From an optimization exercise on the open Yosys and OpenROAD flow, aimed at small area, a short achievable clock period and few clock cycles per item; shortcuts taken in it are not production practice. The RTL was checked by simulation tests, not by an equivalence proof against the original design. No activity file was given, so power comes from the tool's default toggle rates.

**flow/run.sh**
```bash
#!/bin/bash
# synth_recipe.tcl (not shown) runs the flow's synth.tcl, then flattens the netlist and writes it again
# the make line also repeats each setting of config.mk as NAME=value (left out here)
make -C /OpenROAD-flow-scripts/flow DESIGN_CONFIG=/design/flow/config.mk WORK_HOME=/design/flow/orfs CLKGATE_MAP_FILE= SYNTH_SCRIPT=/design/flow/synth_recipe.tcl finish
```
**flow/config.mk**
```make
export PLATFORM = sky130hd
export DESIGN_NAME = cache_access_controller
export DESIGN_NICKNAME = cache_access_controller
export VERILOG_FILES = /design/flow/design.v
export SDC_FILE = /design/flow/constraint.sdc
export NUM_CORES = 4
export LEC_CHECK = 0
export CAP_MARGIN = 20
export CORE_MARGIN = 2
export CORE_UTILIZATION = 40
export PLACE_DENSITY = 0.6
export SLEW_MARGIN = 20
```
**flow/constraint.sdc**
```tcl
create_clock -name core_clock -period 5.0 [get_ports {clk}]
set_input_delay 1.0000 -clock core_clock [delete_from_list [all_inputs] [get_ports {clk}]]
set_output_delay 1.0000 -clock core_clock [all_outputs]
set_load 0.01 [all_outputs]
```
**flow/design.v**
```verilog
package cache_ctrl_pkg;
  localparam int ADDR_WIDTH   = 16;
  localparam int BLOCK_SIZE   = 16;
  localparam int CACHE_LINES  = 16;
  localparam int OFFSET_WIDTH = $clog2(BLOCK_SIZE);
  localparam int INDEX_WIDTH  = $clog2(CACHE_LINES);
  localparam int TAG_WIDTH    = ADDR_WIDTH - OFFSET_WIDTH - INDEX_WIDTH;
  localparam int LINE_BITS    = BLOCK_SIZE * 8;
  typedef logic [ADDR_WIDTH-1:0]  addr_t;
  typedef logic [INDEX_WIDTH-1:0] index_t;
  typedef logic [TAG_WIDTH-1:0]   tag_t;
  typedef logic [LINE_BITS-1:0]   line_t;
  typedef enum logic [2:0] {
    S_IDLE,
    S_LOOKUP,
    S_WB_REQ,
    S_RF_REQ,
    S_RF_WAIT,
    S_RESP
  } state_e;
endpackage
import cache_ctrl_pkg::*;
module cache_line_store (
  input  logic                   clk,
  input  logic                   reset_n,
  input  logic [INDEX_WIDTH-1:0] lk_index,
  output logic                   lk_valid,
  output logic                   lk_dirty,
  output logic [TAG_WIDTH-1:0]   lk_tag,
  input  logic [INDEX_WIDTH-1:0] rd_index,
  output logic [LINE_BITS-1:0]   rd_data,
  input  logic [INDEX_WIDTH-1:0] meta_index,
  input  logic                   wr_meta_en,
  input  logic                   wr_dirty,
  input  logic [TAG_WIDTH-1:0]   wr_tag,
  input  logic [INDEX_WIDTH-1:0] wr_index,
  input  logic                   wr_data_en,
  input  logic [LINE_BITS-1:0]   wr_data
);
  logic [CACHE_LINES-1:0] valid_q;
  logic [CACHE_LINES-1:0] dirty_q;
  logic [TAG_WIDTH-1:0]   tag_q  [CACHE_LINES];
  logic [LINE_BITS-1:0]   data_q [CACHE_LINES];
  always_ff @(posedge clk or negedge reset_n) begin
    if (!reset_n) begin
      valid_q <= '0;
      dirty_q <= '0;
    end else if (wr_meta_en) begin
      valid_q[meta_index] <= 1'b1;
      dirty_q[meta_index] <= wr_dirty;
    end
  end
  always_ff @(posedge clk) begin
    if (wr_meta_en) tag_q[meta_index]  <= wr_tag;
    if (wr_data_en) data_q[wr_index] <= wr_data;
  end
  assign lk_valid = valid_q[lk_index];
  assign lk_dirty = dirty_q[lk_index];
  assign lk_tag   = tag_q[lk_index];
  assign rd_data  = data_q[rd_index];
endmodule
import cache_ctrl_pkg::*;
module cache_access_controller (
  input  logic                  clk,
  input  logic                  reset_n,
  input  logic                  cpu_req_valid,
  output logic                  cpu_req_ready,
  input  logic                  cpu_req_write,
  input  logic [ADDR_WIDTH-1:0] cpu_req_addr,
  input  logic [LINE_BITS-1:0]  cpu_req_wdata,
  output logic                  cpu_resp_valid,
  output logic                  cpu_resp_hit,
  output logic [LINE_BITS-1:0]  cpu_resp_rdata,
  output logic                  mem_req_valid,
  input  logic                  mem_req_ready,
  output logic                  mem_req_write,
  output logic [ADDR_WIDTH-1:0] mem_req_addr,
  output logic [LINE_BITS-1:0]  mem_req_wdata,
  input  logic                  mem_resp_valid,
  input  logic [LINE_BITS-1:0]  mem_resp_rdata,
  output logic [15:0]           stat_requests,
  output logic [15:0]           stat_hits,
  output logic [15:0]           stat_misses,
  output logic [15:0]           stat_writebacks
);
  localparam logic [2:0] S_IDLE = 3'd0, S_RREQ = 3'd1, S_RWAIT = 3'd2,
                         S_VWR  = 3'd3, S_PWB  = 3'd4;
  logic [2:0]             st_q, st_d;
  logic                   vict_q, vict_d;
  logic [INDEX_WIDTH-1:0] idx_q, idx_d;
  logic [TAG_WIDTH-1:0]   ntag_q, ntag_d;
  logic [TAG_WIDTH-1:0]   vtag_q, vtag_d;
  logic                   resp_q, resp_d;
  logic                   hit_q, hit_d;
  logic [15:0]            st_req_q, st_hit_q, st_wb_q;
  logic [INDEX_WIDTH-1:0] in_idx;
  logic [TAG_WIDTH-1:0]   in_tag;
  logic                   lk_valid, lk_dirty;
  logic [TAG_WIDTH-1:0]   lk_tag;
  logic [LINE_BITS-1:0]   rd_data;
  logic                   lk_hit, lk_dvict;
  logic                   idle_port;    
  logic                   refill;       
  logic                   accept;
  logic                   comb_read;
  logic                   wr_meta_en, wr_data_en, wr_dirty;
  logic [INDEX_WIDTH-1:0] wr_index;
  logic [LINE_BITS-1:0]   wr_data;
  assign in_idx = cpu_req_addr[OFFSET_WIDTH +: INDEX_WIDTH];
  assign in_tag = cpu_req_addr[ADDR_WIDTH-1 -: TAG_WIDTH];
  cache_line_store u_store (
    .clk        (clk),
    .reset_n    (reset_n),
    .lk_index   (in_idx),
    .lk_valid   (lk_valid),
    .lk_dirty   (lk_dirty),
    .lk_tag     (lk_tag),
    .rd_index   (idx_q),
    .rd_data    (rd_data),
    .meta_index (in_idx),
    .wr_meta_en (wr_meta_en),
    .wr_dirty   (wr_dirty),
    .wr_tag     (in_tag),
    .wr_index   (wr_index),
    .wr_data_en (wr_data_en),
    .wr_data    (wr_data)
  );
  assign lk_hit   = lk_valid && (lk_tag == in_tag);
  assign lk_dvict = lk_valid && lk_dirty && !lk_hit;
  assign refill    = (st_q == S_RWAIT) && mem_resp_valid && !(vict_q && !mem_req_ready);
  assign idle_port = (st_q == S_IDLE) || ((st_q == S_RWAIT) && mem_resp_valid && !vict_q);
  always_comb begin
    cpu_req_ready = 1'b0;
    unique case (st_q)
      S_IDLE:  cpu_req_ready = !(cpu_req_write && lk_dvict);
      S_PWB:   cpu_req_ready = mem_req_ready;
      S_RWAIT: cpu_req_ready = mem_resp_valid && !vict_q && !cpu_req_write;
      default: cpu_req_ready = 1'b0;
    endcase
  end
  assign accept    = cpu_req_valid && cpu_req_ready;
  assign comb_read = idle_port && accept && !cpu_req_write && !lk_hit;
  assign wr_data_en = refill || (accept && cpu_req_write);
  assign wr_index   = refill ? idx_q : in_idx;
  assign wr_data    = (st_q == S_RWAIT) ? mem_resp_rdata : cpu_req_wdata;
  assign wr_meta_en = accept && (cpu_req_write || !lk_hit);
  assign wr_dirty   = cpu_req_write;
  always_comb begin
    st_d   = st_q;
    vict_d = vict_q;
    idx_d  = idx_q;
    ntag_d = ntag_q;
    vtag_d = vtag_q;
    resp_d = 1'b0;
    hit_d  = hit_q;
    unique case (st_q)
      S_RREQ: begin
        if (mem_req_ready) st_d = S_RWAIT;
      end
      S_RWAIT: begin
        if (vict_q && mem_req_ready) vict_d = 1'b0;
        if (mem_resp_valid) begin
          if (vict_q && !mem_req_ready) st_d = S_VWR;
          else begin
            st_d   = S_IDLE;
            vict_d = 1'b0;
          end
        end
      end
      S_VWR: begin
        if (mem_req_ready) begin
          vict_d = 1'b0;
          st_d   = S_RREQ;
        end
      end
      S_PWB: begin
        if (mem_req_ready) st_d = S_IDLE;
      end
      default: ;
    endcase
    if (idle_port && cpu_req_valid) begin
      idx_d  = in_idx;
      ntag_d = in_tag;
      vtag_d = lk_tag;
    end
    if (accept) begin
      hit_d = (st_q != S_PWB) && lk_hit;
      if (cpu_req_write || lk_hit) resp_d = 1'b1;
      else begin
        vict_d = lk_dvict;
        st_d   = mem_req_ready ? S_RWAIT : S_RREQ;
      end
    end else if ((st_q == S_IDLE) && cpu_req_valid) begin
      st_d = S_PWB;
    end
  end
  always_ff @(posedge clk or negedge reset_n) begin
    if (!reset_n) begin
      st_q     <= S_IDLE;
      vict_q   <= 1'b0;
      resp_q   <= 1'b0;
      st_req_q <= '0;
      st_hit_q <= '0;
      st_wb_q  <= '0;
    end else begin
      st_q   <= st_d;
      vict_q <= vict_d;
      resp_q <= resp_d;
      if (accept) begin
        st_req_q <= st_req_q + 16'd1;
        if ((st_q != S_PWB) && lk_hit) st_hit_q <= st_hit_q + 16'd1;
        if ((st_q == S_PWB) || lk_dvict) st_wb_q <= st_wb_q + 16'd1;
      end
    end
  end
  always_ff @(posedge clk) begin
    idx_q  <= idx_d;
    ntag_q <= ntag_d;
    vtag_q <= vtag_d;
    hit_q  <= hit_d;
  end
  assign cpu_resp_valid  = resp_q || refill;
  assign cpu_resp_hit    = hit_q;
  assign cpu_resp_rdata  = (st_q == S_RWAIT) ? mem_resp_rdata : rd_data;
  assign mem_req_valid   = comb_read || (st_q == S_RREQ) || (st_q == S_VWR) || (st_q == S_PWB) ||
                           ((st_q == S_RWAIT) && vict_q);
  assign mem_req_write   = (st_q == S_VWR) || (st_q == S_PWB) || ((st_q == S_RWAIT) && vict_q);
  assign mem_req_addr    = {mem_req_write ? vtag_q : (st_q == S_RREQ) ? ntag_q : in_tag,
                            (st_q == S_IDLE || st_q == S_RWAIT) && !mem_req_write ? in_idx : idx_q,
                            {OFFSET_WIDTH{1'b0}}};
  assign mem_req_wdata   = rd_data;
  assign stat_requests   = st_req_q;
  assign stat_hits       = st_hit_q;
  assign stat_misses     = st_req_q - st_hit_q;
  assign stat_writebacks = st_wb_q;
endmodule
```
==> results.cfg <==
[run_status]
outcome = complete, no violations

[routing]
drt_first_pass_iters = 5
post_drt_wl_per_cell_um = 25.3
dr_total_vias = 45900
postRouteAntennaNets = 0
first_iter_violations = 4141
route.detailed.drc = 0
vias_per_cell = 5.36
routed_wl_mm = 216

[logic_synthesis]
yosysTopAreaCell = edfxtp_1
syn-cell-area_um2 = 90500
synth_common_cells = edfxtp_1 (2,197), nand2_1 (701), mux4_2 (657)
syn_inst = 4442
yosysWarnings = 2
ys.flop_type = edfxtp_1
ys_seq_area_share_pct = 75.3
ys_ff_latch = 2286
ys_top_cells_by_area = edfxtp_1 (73%), mux4_2 (16%), nand2_1 (2.9%), dfrtp_1 (2.4%), clkbuf_1 (0.59%)
syn_avg_cell_area_um2 = 20.4
synth_edf_count = 2197
ys_async_sr_fraction_pct = 3.72
synth.most_common_cell = edfxtp_1
synth_top_area_share_pct = 72.9
yosys.cell_types.count = 70

[power_and_ir_drop]
p_sw_w = 0.0180
power.density_nw_per_um2 = 542
ir_drop_mv = 0.455
p_seq_share_pct = 39.9
power.clock.fraction_pct = 28.3
power_leakage_nw = 37.1
intPower_w = 0.0424
pwr-share-comb_pct = 31.8
p_sw_share_pct = 29.7

[setup_path]
r2r_slack_ns = 0.99
cp_max_fo = 16
endpoint_kind = output pin
r2r_start = u_store.tag_q[14][7]
ff2ff_path_depth = 11
worst_ep_required_time_ns = 4.00
critPathKind = in -> out
worstPathArrival_ns = 3.85
r2r_end = u_store.valid_q[5]
startpoint_type = primary input

[clocking]
htree_levels = 4
numCtsBuffers = 226
clk_latency_ns = 0.87
cts_hold_buf = 0
cts_tree = done
cts.sinks = 2286
cts.path.max_buffers = 3
clock-root-buffer = clkbuf_16
clk_transition_reported_paths_ns = 0.06

[finish]
final_cells = 8561
area_delta_synth_final_pct = 23.2
finalNetCount = 5677
drive_gt1_share_pct = 24.7
post-route-util_pct = 49.6

[sta]
rsz0062_at_grt = yes
hold_viol = 0
fmax_mhz = 206
finalSetupViolCount = 0
fin_setup_tns_ns = 0
fin_crit_sh_pct = 97.0
slew_viol_final = 0
timing.final.ws_setup_ns = 0.149
relSlewSlack_pct = 23.2
skew_ns = 0.0496
final.min_clock_period_ns = 4.85
worst_slew_pin_slew_ns = 1.12

[run]
maxCapViolations = 0

[hold_path]
hold_class = in -> async

[placed_design]
gp_congestion = 0.816
place_inst = 8132
hpwlAfterDp_mm = 137
pre_cts_ws_ns = -0.198
io_buffers = 610

[floorplanning]
start_util_pct = 40.2
rows = 174
io_pins = 619
die_h_um = 480
die_w_um = 480
core_area_um2 = 225000
dieArea_um2 = 230000

[global_route]
grt_pass1_wl_mm = 319
grt_overflow = 0
grt_pass1_vias = 46900
antenna_found_initial = 2
grt_start_max_net_pins = 86
track_usage_pct = 18.6
## metal layers
metal	share of wire (%)	wire [µm]	GRT usage, %	vias to the layer above
met5	0	0	0	-
met4	1.7	3690	4.16	0
met3	5.1	11000	2.98	201
met2	50	108000	30.6	1342
met1	43	93800	26.3	24400
li1	-	-	-	19900
## worst max-delay path by stage
stage	startpoint	end	slack (ns)	cells past startpoint
global route	register	cpu_resp_rdata[114]	0.001	9
CTS	register	cpu_resp_rdata[10]	-0.03	7
floorplan	cpu_req_addr[5]	u_store.data_q[13][0]	-0.95	13
finish	cpu_req_addr[5]	mem_req_valid	0.15	13
global placement	cpu_req_addr[5]	cpu_req_ready	-0.18	12
detailed placement	cpu_req_addr[5]	cpu_req_ready	-0.20	12
## kinds of logic (layout without fill, tap and decap cells)
family	count (synthesis)	in the layout	synth area share, %
compound gates	158	158	1.18
other cells	1	5	0.00414
simple gates	919	919	4.21
mux	720	720	17.1
fa+ha+maj	24	24	0.340
flops	2286	2286	75.3
xor+xnor	72	72	0.697
buf+inv	262	1385	1.17
## power groups by stage
stage	Combinational [W]	Sequential, W	Clock (W)
floorplan	0.0106	0.0242	0
global placement	0.0193	0.0245	0
detailed placement	0.0195	0.0245	0
CTS	0.0196	0.0241	0.0175
global route	0.0206	0.0242	0.0183
finish	0.0192	0.0241	0.0171
## through the flow
step           total power, W  cell area (µm²)  hold slack [ns]
4_1_cts                0.0612           111000            0.330
5_1_grt                0.0631           111000            0.262
2_1_floorplan          0.0348            90700            0.423
3_3_place_gp           0.0438           104000            0.434
6_report               0.0604           111000            0.255
3_5_place_dp           0.0440           104000            0.444
## flip-flops by register name, summed over array words and instances (netlist names), named ones only
name / count
hit_q: 1
idx_q: 4
ntag_q: 8
resp_q: 1
st_hit_q: 16
st_q: 3
st_req_q: 16
st_wb_q: 16
u_store.data_q: 2048
u_store.dirty_q: 16
u_store.tag_q: 128
u_store.valid_q: 16
vict_q: 1
vtag_q: 8
## final cells by class
| type | instances | area [µm²] |
|---|---|---|
| Fill cell | 18200 | 113000 |
| Sequential cell | 2286 | 68200 |
| Multi-Input combinational cell | 1897 | 21500 |
| Timing Repair Buffer | 930 | 10300 |
| Clock buffer | 268 | 5830 |
| Tap cell | 2992 | 3740 |
| Clock inverter | 153 | 1710 |
| Inverter | 34 | 128 |
| Antenna cell | 1 | 2.50 |
## critical path, cell delays in order
cell and delay (ns):
buf_2 0.11, buf_12 0.17, buf_16 0.18, mux4_2 0.53
mux2i_2 0.23, buf_4 0.16, xor2_1 0.21, nand4_1 0.19
a211o_1 0.35, and2_1 0.19, nand2_1 0.10, a21oi_1 0.09
dlygate4sd2_1 0.33
## repair_timing
action                     in CTS  in global routing
gates cloned                    1                  1
setup buffers                   0                  5
setup endpoints to repair      14                 28
pin swaps                       2                  0
gates resized for setup        10                 25
## cell usage in the layout, fill, tap and decap left out, drive strengths merged, types with 8 or more instances in the layout
master	n
xor2	17
mux2i	48
buf	322
xnor2	55
a211oi	17
clkinvlp	13
bufinv	29
nor3	21
mux2	15
nor2b	25
inv	41
and3	12
a21o	11
and2	8
nand3	31
ha	23
clkbuf	269
dlymetal6s2s	9
nor2	70
mux4	657
a31oi	18
nand2	701
dfrtp	85
clkinv	104
edfxtp	2197
nand2b	13
o21ai	35
a21oi	37
nand4	20
clkdlybuf4s50	594
Testbench counts, summed over its fixed seeds: cycles 11,215, items 4,800.

what the ideal ports hide:
How much do the figures lean on ideal ports? The routed layout below was timed once more, with nothing changed but the port constraints. Step 1 sets driving cells, clkbuf_16 on the clock port and buf_2 on the other inputs (assumed; they add their load-dependent delay and slew). Step 2 adds t to the input delays and takes it off the output delays; t is the mean of the earliest and latest rising clock arrival at the registers after step 1. Input paths then give back, and output paths get back, about the clock's delay inside the block. Three values: no drivers, after step 1, after step 2; two values: the first two.
shift t [ns]: 0.924
setup slack, ns: 0.149 / 0.090 / -0.150
worst slew at a driven data input, ns: 0.06
Met with ideal ports but missed after step 2: setup timing in this run. For this run, drivers alone change the setup slack by -0.059 ns; drivers and shift together by -0.299 ns.
